Context: an optimization exercise on an open-source flow, tuned for small area. The choices shown serve that exercise and are no tape-out recipe.
The RTL was checked by simulation tests, not by an equivalence proof against the original design.
Power is estimated from default activity; no workload was simulated.

==> exp/cedar: inputs <==
==> flow/design.v <==
package regfile_pkg;
  localparam int unsigned RF_DATA_W = 32;
  localparam int unsigned RF_ADDR_W = 5;
endpackage
import regfile_pkg::*;
module regfile_aoi3 (
  input  logic [2:0] i_sel,
  input  logic [2:0] i_dat,
  output logic       o_n
);
  assign o_n = ~|(i_sel & i_dat);
endmodule
module regfile_rd_bit #(
  parameter int unsigned NG = 10
) (
  input  logic [NG-1:0] i_grp_n,
  input  logic          i_sel,
  input  logic          i_dat,
  input  logic          i_byp,
  input  logic          i_wd,
  output logic          o_q
);
  logic w_rd;
  assign w_rd = ~&i_grp_n | (i_sel & i_dat);
  assign o_q  = i_byp ? i_wd : w_rd;
endmodule
module regfile_rd_port
#(
  parameter int unsigned DATA_W   = regfile_pkg::RF_DATA_W,
  parameter int unsigned ADDR_W   = regfile_pkg::RF_ADDR_W,
  parameter int unsigned ZERO_REG = 1,
  parameter int unsigned BYPASS   = 1
) (
  input  logic [ADDR_W-1:0]                i_rd_addr,
  input  logic [2**ADDR_W-1:0][DATA_W-1:0] i_mem,
  input  logic [2**ADDR_W-1:0]             i_vld,
  input  logic                             i_wr_acc,
  input  logic [ADDR_W-1:0]                i_wr_addr,
  input  logic [DATA_W-1:0]                i_wr_data,
  input  logic [DATA_W/8-1:0]              i_wr_be,
  output logic [DATA_W-1:0]                o_rd_data
);
  localparam int unsigned DEPTH = 2 ** ADDR_W;
  localparam int unsigned NG    = (DEPTH - 1) / 3;
  logic              w_hit;
  logic [DEPTH-1:0]  w_sel;
  assign w_hit = (BYPASS != 0) && i_wr_acc && (i_wr_addr == i_rd_addr);
  for (genvar e = 0; e < DEPTH; e++) begin : g_sel
    assign w_sel[e] = i_vld[e] && (i_rd_addr == ADDR_W'(e));
  end
  for (genvar j = 0; j < DATA_W; j++) begin : g_bit
    logic [NG-1:0] w_grp_n;
    for (genvar g = 0; g < NG; g++) begin : g_grp
      regfile_aoi3 u_aoi (
        .i_sel(w_sel[3*g+3 -: 3]),
        .i_dat({i_mem[3*g+3][j], i_mem[3*g+2][j], i_mem[3*g+1][j]}),
        .o_n  (w_grp_n[g])
      );
    end
    regfile_rd_bit #(.NG(NG)) u_bit (
      .i_grp_n(w_grp_n),
      .i_sel  (w_sel[DEPTH-1]),
      .i_dat  (i_mem[DEPTH-1][j]),
      .i_byp  (w_hit && i_wr_be[j/8]),
      .i_wd   (i_wr_data[j]),
      .o_q    (o_rd_data[j])
    );
  end
endmodule
import regfile_pkg::*;
module regfile_param
#(
  parameter int unsigned DATA_W   = regfile_pkg::RF_DATA_W,
  parameter int unsigned ADDR_W   = regfile_pkg::RF_ADDR_W,
  parameter int unsigned NREAD    = 2,
  parameter int unsigned ZERO_REG = 1,
  parameter int unsigned BYPASS   = 1
) (
  input  logic                      clk,
  input  logic                      reset,
  input  logic                      wr_en,
  input  logic [ADDR_W-1:0]         wr_addr,
  input  logic [DATA_W-1:0]         wr_data,
  input  logic [DATA_W/8-1:0]       wr_be,
  output logic                      wr_ok,
  input  logic [NREAD*ADDR_W-1:0]   rd_addr,
  output logic [NREAD*DATA_W-1:0]   rd_data,
  input  logic                      clr_req,
  output logic                      busy
);
  localparam int unsigned DEPTH = 2 ** ADDR_W;
  localparam int unsigned NBYTE = DATA_W / 8;
  localparam int unsigned LO    = (ZERO_REG != 0) ? 1 : 0;
  logic [DEPTH-1:0][DATA_W-1:0] r_mem;
  logic [DEPTH-1:0]             r_vld;
  logic                         r_busy;
  logic [ADDR_W-1:0]            r_ptr;
  logic                         w_wr_acc;
  logic [DATA_W-1:0]            w_wdat;
  assign busy  = r_busy;
  assign wr_ok = ~r_busy;
  assign w_wr_acc = wr_en && !r_busy && !((ZERO_REG != 0) && (wr_addr == '0));
  for (genvar b = 0; b < NBYTE; b++) begin : g_wdat
    assign w_wdat[8*b +: 8] = wr_be[b] ? wr_data[8*b +: 8] : 8'h00;
  end
  always_ff @(posedge clk or negedge reset) begin
    if (!reset) begin
      r_busy <= 1'b0;
      r_ptr  <= '0;
    end else if (r_busy) begin
      r_ptr <= r_ptr + 1'b1;
      if (r_ptr == ADDR_W'(DEPTH - 1)) r_busy <= 1'b0;
    end else if (clr_req) begin
      r_busy <= 1'b1;
      r_ptr  <= '0;
    end
  end
  if (LO == 1) begin : g_zero
    assign r_vld[0] = 1'b0;
    assign r_mem[0] = '0;
  end
  for (genvar e = LO; e < DEPTH; e++) begin : g_ent
    logic w_we;
    assign w_we = w_wr_acc && (wr_addr == ADDR_W'(e));
    always_ff @(posedge clk or negedge reset) begin
      if (!reset) begin
        r_vld[e] <= 1'b0;
      end else if (r_busy) begin
        if (r_ptr == ADDR_W'(e)) r_vld[e] <= 1'b0;
      end else if (w_we) begin
        r_vld[e] <= 1'b1;
      end
    end
    for (genvar b = 0; b < NBYTE; b++) begin : g_byte
      always_ff @(posedge clk) begin
        if (w_we && (wr_be[b] || !r_vld[e])) r_mem[e][8*b +: 8] <= w_wdat[8*b +: 8];
      end
    end
  end
  for (genvar k = 0; k < NREAD; k++) begin : g_rd
    regfile_rd_port #(
      .DATA_W  (DATA_W),
      .ADDR_W  (ADDR_W),
      .ZERO_REG(ZERO_REG),
      .BYPASS  (BYPASS)
    ) u_rd_port (
      .i_rd_addr(rd_addr[k*ADDR_W +: ADDR_W]),
      .i_mem    (r_mem),
      .i_vld    (r_vld),
      .i_wr_acc (w_wr_acc),
      .i_wr_addr(wr_addr),
      .i_wr_data(wr_data),
      .i_wr_be  (wr_be),
      .o_rd_data(rd_data[k*DATA_W +: DATA_W])
    );
  end
endmodule
==> flow/run.sh <==
#!/bin/bash
# synth_recipe.tcl (not shown) runs the flow's synth.tcl, then flattens the netlist and writes it again
# the make line also repeats each setting of config.mk as NAME=value (left out here)
make -C /OpenROAD-flow-scripts/flow DESIGN_CONFIG=/design/flow/config.mk WORK_HOME=/design/flow/orfs CLKGATE_MAP_FILE= SYNTH_SCRIPT=/design/flow/synth_recipe.tcl finish
==> flow/config.mk <==
export PLATFORM = sky130hd
export DESIGN_NAME = regfile_param
export DESIGN_NICKNAME = regfile_param
export VERILOG_FILES = /design/flow/design.v
export SDC_FILE = /design/flow/constraint.sdc
export NUM_CORES = 4
export LEC_CHECK = 0
export CAP_MARGIN = 20
export CORE_MARGIN = 2
export CORE_UTILIZATION = 40
export SLEW_MARGIN = 20
export SYNTH_HIERARCHICAL = 1
export SYNTH_MINIMUM_KEEP_SIZE = 0
==> flow/constraint.sdc <==
create_clock -name core_clock -period 7.0 [get_ports {clk}]
set_input_delay 1.4000 -clock core_clock [delete_from_list [all_inputs] [get_ports {clk}]]
set_output_delay 1.4000 -clock core_clock [all_outputs]
set_load 0.01 [all_outputs]
==> exp/nickel: changes against exp/cedar <==
--- a/flow/design.v
+++ b/flow/design.v
@@ -12,15 +12,17 @@
 endmodule
-module regfile_rd_bit #(
-  parameter int unsigned NG = 10
+module regfile_nand #(
+  parameter int unsigned N = 4
 ) (
-  input  logic [NG-1:0] i_grp_n,
-  input  logic          i_sel,
-  input  logic          i_dat,
-  input  logic          i_byp,
-  input  logic          i_wd,
-  output logic          o_q
+  input  logic [N-1:0] i_n,
+  output logic         o
 );
-  logic w_rd;
-  assign w_rd = ~&i_grp_n | (i_sel & i_dat);
-  assign o_q  = i_byp ? i_wd : w_rd;
+  assign o = ~&i_n;
+endmodule
+module regfile_rd_bit (
+  input  logic [2:0] i_or,
+  input  logic       i_byp,
+  input  logic       i_wd,
+  output logic       o_q
+);
+  assign o_q = i_byp ? i_wd : |i_or;
 endmodule
@@ -59,9 +61,13 @@
     end
-    regfile_rd_bit #(.NG(NG)) u_bit (
-      .i_grp_n(w_grp_n),
-      .i_sel  (w_sel[DEPTH-1]),
-      .i_dat  (i_mem[DEPTH-1][j]),
-      .i_byp  (w_hit && i_wr_be[j/8]),
-      .i_wd   (i_wr_data[j]),
-      .o_q    (o_rd_data[j])
+    logic [2:0] w_or;
+    logic       w_last_n;
+    assign w_last_n = ~(w_sel[DEPTH-1] & i_mem[DEPTH-1][j]);
+    regfile_nand #(.N(4)) u_or0 (.i_n(w_grp_n[3:0]), .o(w_or[0]));
+    regfile_nand #(.N(4)) u_or1 (.i_n(w_grp_n[7:4]), .o(w_or[1]));
+    regfile_nand #(.N(3)) u_or2 (.i_n({w_last_n, w_grp_n[9:8]}), .o(w_or[2]));
+    regfile_rd_bit u_bit (
+      .i_or (w_or),
+      .i_byp(w_hit && i_wr_be[j/8]),
+      .i_wd (i_wr_data[j]),
+      .o_q  (o_rd_data[j])
     );
==> flow/flow/run.sh (new file) <==
#!/bin/bash
# Standard ORFS layout, with smaller port buffers and no CTS dummy loads.
set -euo pipefail
export BUFFER_PORTS_ARGS="-buffer_cell sky130_fd_sc_hd__buf_1"
export CTS_ARGS="-sink_clustering_enable -repair_clock_nets -sink_clustering_size 25 -sink_clustering_max_diameter 100 -buf_list sky130_fd_sc_hd__clkbuf_16 -dont_use_dummy_load"
bash standard.sh > standard.log 2>&1
==> flow/standard.sh (new file) <==
#!/bin/bash
# synth_recipe.tcl (not shown) runs the flow's synth.tcl, then flattens the netlist and writes it again
# the make line also repeats each setting of config.mk as NAME=value (left out here)
make -C /OpenROAD-flow-scripts/flow DESIGN_CONFIG=/design/flow/config.mk WORK_HOME=/design/flow/orfs CLKGATE_MAP_FILE= SYNTH_SCRIPT=/design/flow/synth_recipe.tcl "${@:-finish}"
Settings changed: CORE_UTILIZATION 40 to 60, CTS_BUF_LIST set to sky130_fd_sc_hd__clkbuf_16, CTS_CLUSTER_DIAMETER set to 100, CTS_CLUSTER_SIZE set to 25.
removed: flow/run.sh
==> exp/onyx: changes against exp/cedar <==
--- a/flow/design.v
+++ b/flow/design.v
@@ -12,15 +12,17 @@
 endmodule
-module regfile_rd_bit #(
-  parameter int unsigned NG = 10
+module regfile_nand #(
+  parameter int unsigned N = 4
 ) (
-  input  logic [NG-1:0] i_grp_n,
-  input  logic          i_sel,
-  input  logic          i_dat,
-  input  logic          i_byp,
-  input  logic          i_wd,
-  output logic          o_q
+  input  logic [N-1:0] i_n,
+  output logic         o
 );
-  logic w_rd;
-  assign w_rd = ~&i_grp_n | (i_sel & i_dat);
-  assign o_q  = i_byp ? i_wd : w_rd;
+  assign o = ~&i_n;
+endmodule
+module regfile_rd_bit (
+  input  logic [2:0] i_or,
+  input  logic       i_byp,
+  input  logic       i_wd,
+  output logic       o_q
+);
+  assign o_q = i_byp ? i_wd : |i_or;
 endmodule
@@ -59,9 +61,13 @@
     end
-    regfile_rd_bit #(.NG(NG)) u_bit (
-      .i_grp_n(w_grp_n),
-      .i_sel  (w_sel[DEPTH-1]),
-      .i_dat  (i_mem[DEPTH-1][j]),
-      .i_byp  (w_hit && i_wr_be[j/8]),
-      .i_wd   (i_wr_data[j]),
-      .o_q    (o_rd_data[j])
+    logic [2:0] w_or;
+    logic       w_last_n;
+    assign w_last_n = ~(w_sel[DEPTH-1] & i_mem[DEPTH-1][j]);
+    regfile_nand #(.N(4)) u_or0 (.i_n(w_grp_n[3:0]), .o(w_or[0]));
+    regfile_nand #(.N(4)) u_or1 (.i_n(w_grp_n[7:4]), .o(w_or[1]));
+    regfile_nand #(.N(3)) u_or2 (.i_n({w_last_n, w_grp_n[9:8]}), .o(w_or[2]));
+    regfile_rd_bit u_bit (
+      .i_or (w_or),
+      .i_byp(w_hit && i_wr_be[j/8]),
+      .i_wd (i_wr_data[j]),
+      .o_q  (o_rd_data[j])
     );
Settings changed: CORE_UTILIZATION 40 to 60, CTS_BUF_LIST set to sky130_fd_sc_hd__clkbuf_16, CTS_CLUSTER_DIAMETER set to 100, CTS_CLUSTER_SIZE set to 25.
==> results.txt <==
Power density relative to cell area: exp/nickel 242 nW/um2; exp/onyx 240 nW/um2; exp/cedar 272 nW/um2
Cell area after placement: exp/nickel 44700 um2; exp/onyx 45700 um2; exp/cedar 47200 um2
Share of cells above drive strength 1: exp/nickel 8.64%; exp/onyx 9.93%; exp/cedar 15.4%
Via count: exp/nickel 32900; exp/onyx 33400; exp/cedar 32900
Internal Dissipation: exp/nickel 8.33 mW; exp/onyx 8.50 mW; exp/cedar 10.4 mW
Met2 Usage GRT: exp/nickel 64.3%; exp/onyx 64.3%; exp/cedar 45.1%
Run status: exp/nickel finished clean; exp/onyx finished clean; exp/cedar finished clean
Routability congestion estimate from global placement: exp/nickel 1.07; exp/onyx 1.02; exp/cedar 1.08
Crit path to: exp/nickel rd_data[53]; exp/onyx rd_data[35]; exp/cedar rd_data[41]
Multi-input logic area: exp/nickel 11100 um2; exp/onyx 11200 um2; exp/cedar 12000 um2
Synthesized netlist net count: exp/nickel 2673; exp/onyx 2673; exp/cedar 2624
Net switching share of the total power: exp/nickel 25.2%; exp/onyx 25.1%; exp/cedar 24.6%
Count of cell instances traversed by the critical path: exp/nickel 10; exp/onyx 10; exp/cedar 9
Fraction of the cycle the final worst path needs: exp/nickel 86.3%; exp/onyx 95.7%; exp/cedar 95.5%
Skew final: exp/nickel 0.0481 ns; exp/onyx 0.0396 ns; exp/cedar 0.0336 ns
Count of cells along the worst register-to-register path: exp/nickel 3; exp/onyx 4; exp/cedar 4
Nets: exp/nickel 2933; exp/onyx 2960; exp/cedar 2973
Inverters: exp/nickel 96; exp/onyx 96; exp/cedar 93
Clock network area share: exp/nickel 2.55%; exp/onyx 2.78%; exp/cedar 6.56%
Area delta synth->final: exp/nickel 8.87%; exp/onyx 11.6%; exp/cedar 17.8%
Total power draw: exp/nickel 11.1 mW; exp/onyx 11.4 mW; exp/cedar 13.8 mW
CTS Buf Count: exp/nickel 47; exp/onyx 47; exp/cedar 103
# diodes: exp/nickel 6; exp/onyx 8; exp/cedar 3
Proportion of final cell area spent on non-clock buffers: exp/nickel 3.26%; exp/onyx 5.21%; exp/cedar 5.06%
Placed insts: exp/nickel 3759; exp/onyx 3783; exp/cedar 4204
Number of global-route vias before repair: exp/nickel 31100; exp/onyx 32200; exp/cedar 31400
Worst setup slack for register-to-register paths: exp/nickel 3.11 ns; exp/onyx 3.46 ns; exp/cedar 3.30 ns

==> separate check: timing with driven ports <==
The results above use ideal ports. As a check the final layouts listed here were re-extracted and re-timed, cells and wires unchanged.
Step 1 (the two cells are an assumption about what drives the block):
set clk [get_ports {clk}]
set_driving_cell -lib_cell sky130_fd_sc_hd__clkbuf_16 $clk
set_driving_cell -lib_cell sky130_fd_sc_hd__buf_2 [delete_from_list [all_inputs] $clk]
Step 2 adds t to the input delays and takes it off the output delays; t is the mean of the earliest and latest rising clock arrival at the registers after step 1. Input paths then give back, and output paths get back, about the clock's delay inside the block.
a / b / c = ideal / step 1 / step 2; a / b = the first two.
run | t, ns | setup slack, ns | pins driven straight from the clock port
exp/cedar | 0.758 | 0.318 / 0.247 / 0.247 | 1
exp/nickel | 0.701 | 0.961 / 0.848 / 0.848 | 1
exp/onyx | 0.709 | 0.299 / 0.171 / 0.171 | 1
After both steps every run listed still meets setup and hold. The setup slack of exp/onyx, which loses most, moves by -0.128 ns with the drivers and by -0.128 ns with both steps.
